From an optimization exercise on the open Yosys and OpenROAD flow, aimed at small area and a short achievable clock period; shortcuts taken in it are not production practice.
In this exercise RTL edits were held to simulation tests only and were not proved equivalent to the original.
Power is estimated from default activity; no workload was simulated.

== alpha ==
// frame_gen_top
module frame_gen_top (
	input  logic         sys_clk,
	input  logic         sys_rst,
	input  logic         cfg_we,
	input  frame_gen_pkg::cfg_addr_t    cfg_addr,
	input  frame_gen_pkg::cfg_word_t    cfg_wdata,
	output frame_gen_pkg::stream_beat_t tx_beat,
	output logic         tx_valid,
	input  logic         tx_ready
);
	frame_gen_pkg::frame_cfg_t  cfg;
	logic [6:0] nidx;      
	logic       fcs;       
	logic       is_last;   
	logic       xfer;      
	logic       body_adv;  
	frame_cfg_regs u_cfg_regs (
		.sys_clk   (sys_clk),
		.sys_rst   (sys_rst),
		.cfg_we    (cfg_we),
		.cfg_addr  (cfg_addr),
		.cfg_wdata (cfg_wdata),
		.cfg       (cfg)
	);
	logic       frame_start;
	logic       frame_done;
	logic       valid;      
	logic       busy;       
	logic       gap_done;
	logic [3:0] gap_cnt;
	logic [2:0] frame_cnt;
	frame_gen_pkg::frame_kind_t frame_kind;
	frame_gen_pkg::frame_kind_t next_kind;
	assign busy     = frame_start || valid || frame_done;
	assign gap_done = !busy && cfg.enable && (gap_cnt == 4'd15);
	always_ff @(posedge sys_clk) begin
		if (sys_rst) begin
			gap_cnt     <= '0;
			frame_start <= 1'b0;
		end else begin
			frame_start <= gap_done;
			if (busy || !cfg.enable || gap_done)
				gap_cnt <= '0;
			else
				gap_cnt <= gap_cnt + 1'b1;
		end
	end
	always_comb begin
		case (frame_kind)
			frame_gen_pkg::KIND_UDP: next_kind = frame_gen_pkg::KIND_ARP;
			frame_gen_pkg::KIND_ARP: next_kind = frame_gen_pkg::KIND_ICMP;
			default:  next_kind = frame_gen_pkg::KIND_UDP;
		endcase
	end
	always_ff @(posedge sys_clk) begin
		if (sys_rst) begin
			frame_kind <= frame_gen_pkg::KIND_UDP;
			frame_cnt  <= '0;
		end else if (frame_done) begin
			if (frame_cnt == 3'd4) begin
				frame_cnt  <= '0;
				frame_kind <= next_kind;
			end else begin
				frame_cnt <= frame_cnt + 1'b1;
			end
		end
	end
	frame_gen_pkg::mac_addr_t s_local_mac;
	frame_gen_pkg::ip_addr_t  s_local_ip;
	logic [39:0]              s_peer_mac;  
	frame_gen_pkg::ip_addr_t  s_peer_ip;
	frame_gen_pkg::udp_port_t s_src_port;
	frame_gen_pkg::udp_port_t s_dst_port;
	logic                     snap_keep;
	assign snap_keep = !frame_start;
  ...
Size: about 19000 um^2 of cells after synthesis.
==> flow/config.mk <==
export PLATFORM = sky130hd
export DESIGN_NAME = frame_gen_top
export DESIGN_NICKNAME = frame_gen_top
export VERILOG_FILES = /design/flow/design.v
export SDC_FILE = /design/flow/constraint.sdc
export NUM_CORES = 4
export LEC_CHECK = 0
export CAP_MARGIN = 20
export CORE_MARGIN = 2
export CORE_UTILIZATION = 60
export SLEW_MARGIN = 20
export SYNTH_HIERARCHICAL = 1
export TNS_END_PERCENT = 0
==> flow/constraint.sdc <==
create_clock -name core_clock -period 12.0 [get_ports {sys_clk}]
set_input_delay 2.4000 -clock core_clock [delete_from_list [all_inputs] [get_ports {sys_clk}]]
set_output_delay 2.4000 -clock core_clock [all_outputs]
set_load 0.01 [all_outputs]
standard.sh (not shown) runs the stock make flow with config.mk's settings and CLKGATE_MAP_FILE= SYNTH_SCRIPT=/design/flow/synth_recipe.tcl, a recipe that flattens the netlist after the stock synthesis.
==> flow/flow/run.sh <==
#!/bin/bash
# Own layout flow: the standard layout (standard.sh, unchanged synthesis),
# with repair_timing asked for a larger setup margin so that it optimises the
# paths below the 12 ns constraint as well, and a flatter clock tree without
# dummy loads. flow/extra.txt holds further make variables, one per line.
# Full output of the ORFS run goes to standard.log here; ORFS also keeps each
# step's log under orfs/logs/.
set -euo pipefail
MARGIN=$(cat flow/margin.txt)
CTS="-sink_clustering_enable -repair_clock_nets -dont_use_dummy_load $(cat flow/cts.txt)"
EXTRA=()
if [[ -f flow/extra.txt ]]; then
	while IFS= read -r line; do
		[[ -n "$line" ]] && EXTRA+=("$line")
	done < flow/extra.txt
fi
bash standard.sh SETUP_SLACK_MARGIN="$MARGIN" "CTS_ARGS=$CTS" "${EXTRA[@]}" finish > standard.log 2>&1
==> flow/flow/cts.txt <==
-sink_clustering_size 30 -sink_clustering_max_diameter 100
==> flow/flow/margin.txt <==
8.7
Setup changes, alpha to beta
==> flow/flow/extra.txt (new file) <==
BUFFER_PORTS_ARGS=-buffer_cell sky130_fd_sc_hd__buf_2
==> flow/flow/margin.txt <==
8.5
Notes after the runs:
- beta did not stop at any stage, and its layout met the timing, DRC and antenna checks.
- The higher core utilization came out of alpha.
- For alpha, the termination of the worst setup path was u_cfg_regs.cfg[12], unlike beta, where it was u_cfg_regs.cfg[66].
- Cell depth of the worst setup path ended up 3 higher on beta than on alpha.
- Changes observed in beta relative to alpha: non-clock buffer count in the final layout fell 31%, total number of nets in the final design fell 43.
Input changes introduced in gamma (baseline for comparison: beta):
==> flow/flow/margin.txt <==
8.8
==> comparison <==
met1 track demand over resource came out higher on gamma than on beta.
Higher number of cells in the finished layout apart from fillers was reported by gamma, not beta.
Per the comparison of gamma with beta, number of multi-input combinational cells in the layout barely changed; total power did not really move.
The inputs of delta differ from those of gamma as listed below.
==> flow/flow/margin.txt <==
8.7
--- outcome ---
As far as combined flip-flop and latch cell area goes, gamma and delta are indistinguishable; the numbers are identical. Taking gamma as the reference, in delta signed area change from the synthesized netlist to the final layout now sits lower; total leakage power now sits lower.

[what the ideal ports hide]
Ports are ideal in the flow. The routed layouts listed here were re-timed in OpenROAD. Step 1 (the two cells are an assumption about what drives the block):
set clk [get_ports {sys_clk}]
set_driving_cell -lib_cell sky130_fd_sc_hd__clkbuf_16 $clk
set_driving_cell -lib_cell sky130_fd_sc_hd__buf_2 [delete_from_list [all_inputs] $clk]
Step 2 adds t to the input delays and takes it off the output delays; t is the mean of the earliest and latest rising clock arrival at the registers after step 1. Input paths then give back, and output paths get back, about the clock's delay inside the block. Three values: ideal, step 1, step 2; two values: the first two.
| run | t, ns | setup slack, ns | hold slack, ns | latest minus earliest clock arrival (ns) | slew at the worst register clock pin (ns) |
|---|---|---|---|---|---|
| alpha | 0.570 | 8.550 / 8.536 / 8.012 | 0.476 / 0.476 / 0.476 | 0.080 / 0.080 | 0.12 / 0.12 |
| beta | 0.593 | 8.286 / 8.324 / 7.731 | 0.484 / 0.484 / 0.484 | 0.036 / 0.036 | 0.12 / 0.12 |
| gamma | 0.595 | 8.533 / 8.511 / 7.973 | 0.480 / 0.480 / 0.480 | 0.036 / 0.035 | 0.12 / 0.12 |
| delta | 0.588 | 8.537 / 8.505 / 7.981 | 0.483 / 0.483 / 0.483 | 0.040 / 0.040 | 0.12 / 0.12 |
After both steps setup and hold are still met in every run listed. For gamma, which loses most, drivers alone change the setup slack by -0.022 ns; drivers and shift together by -0.560 ns.
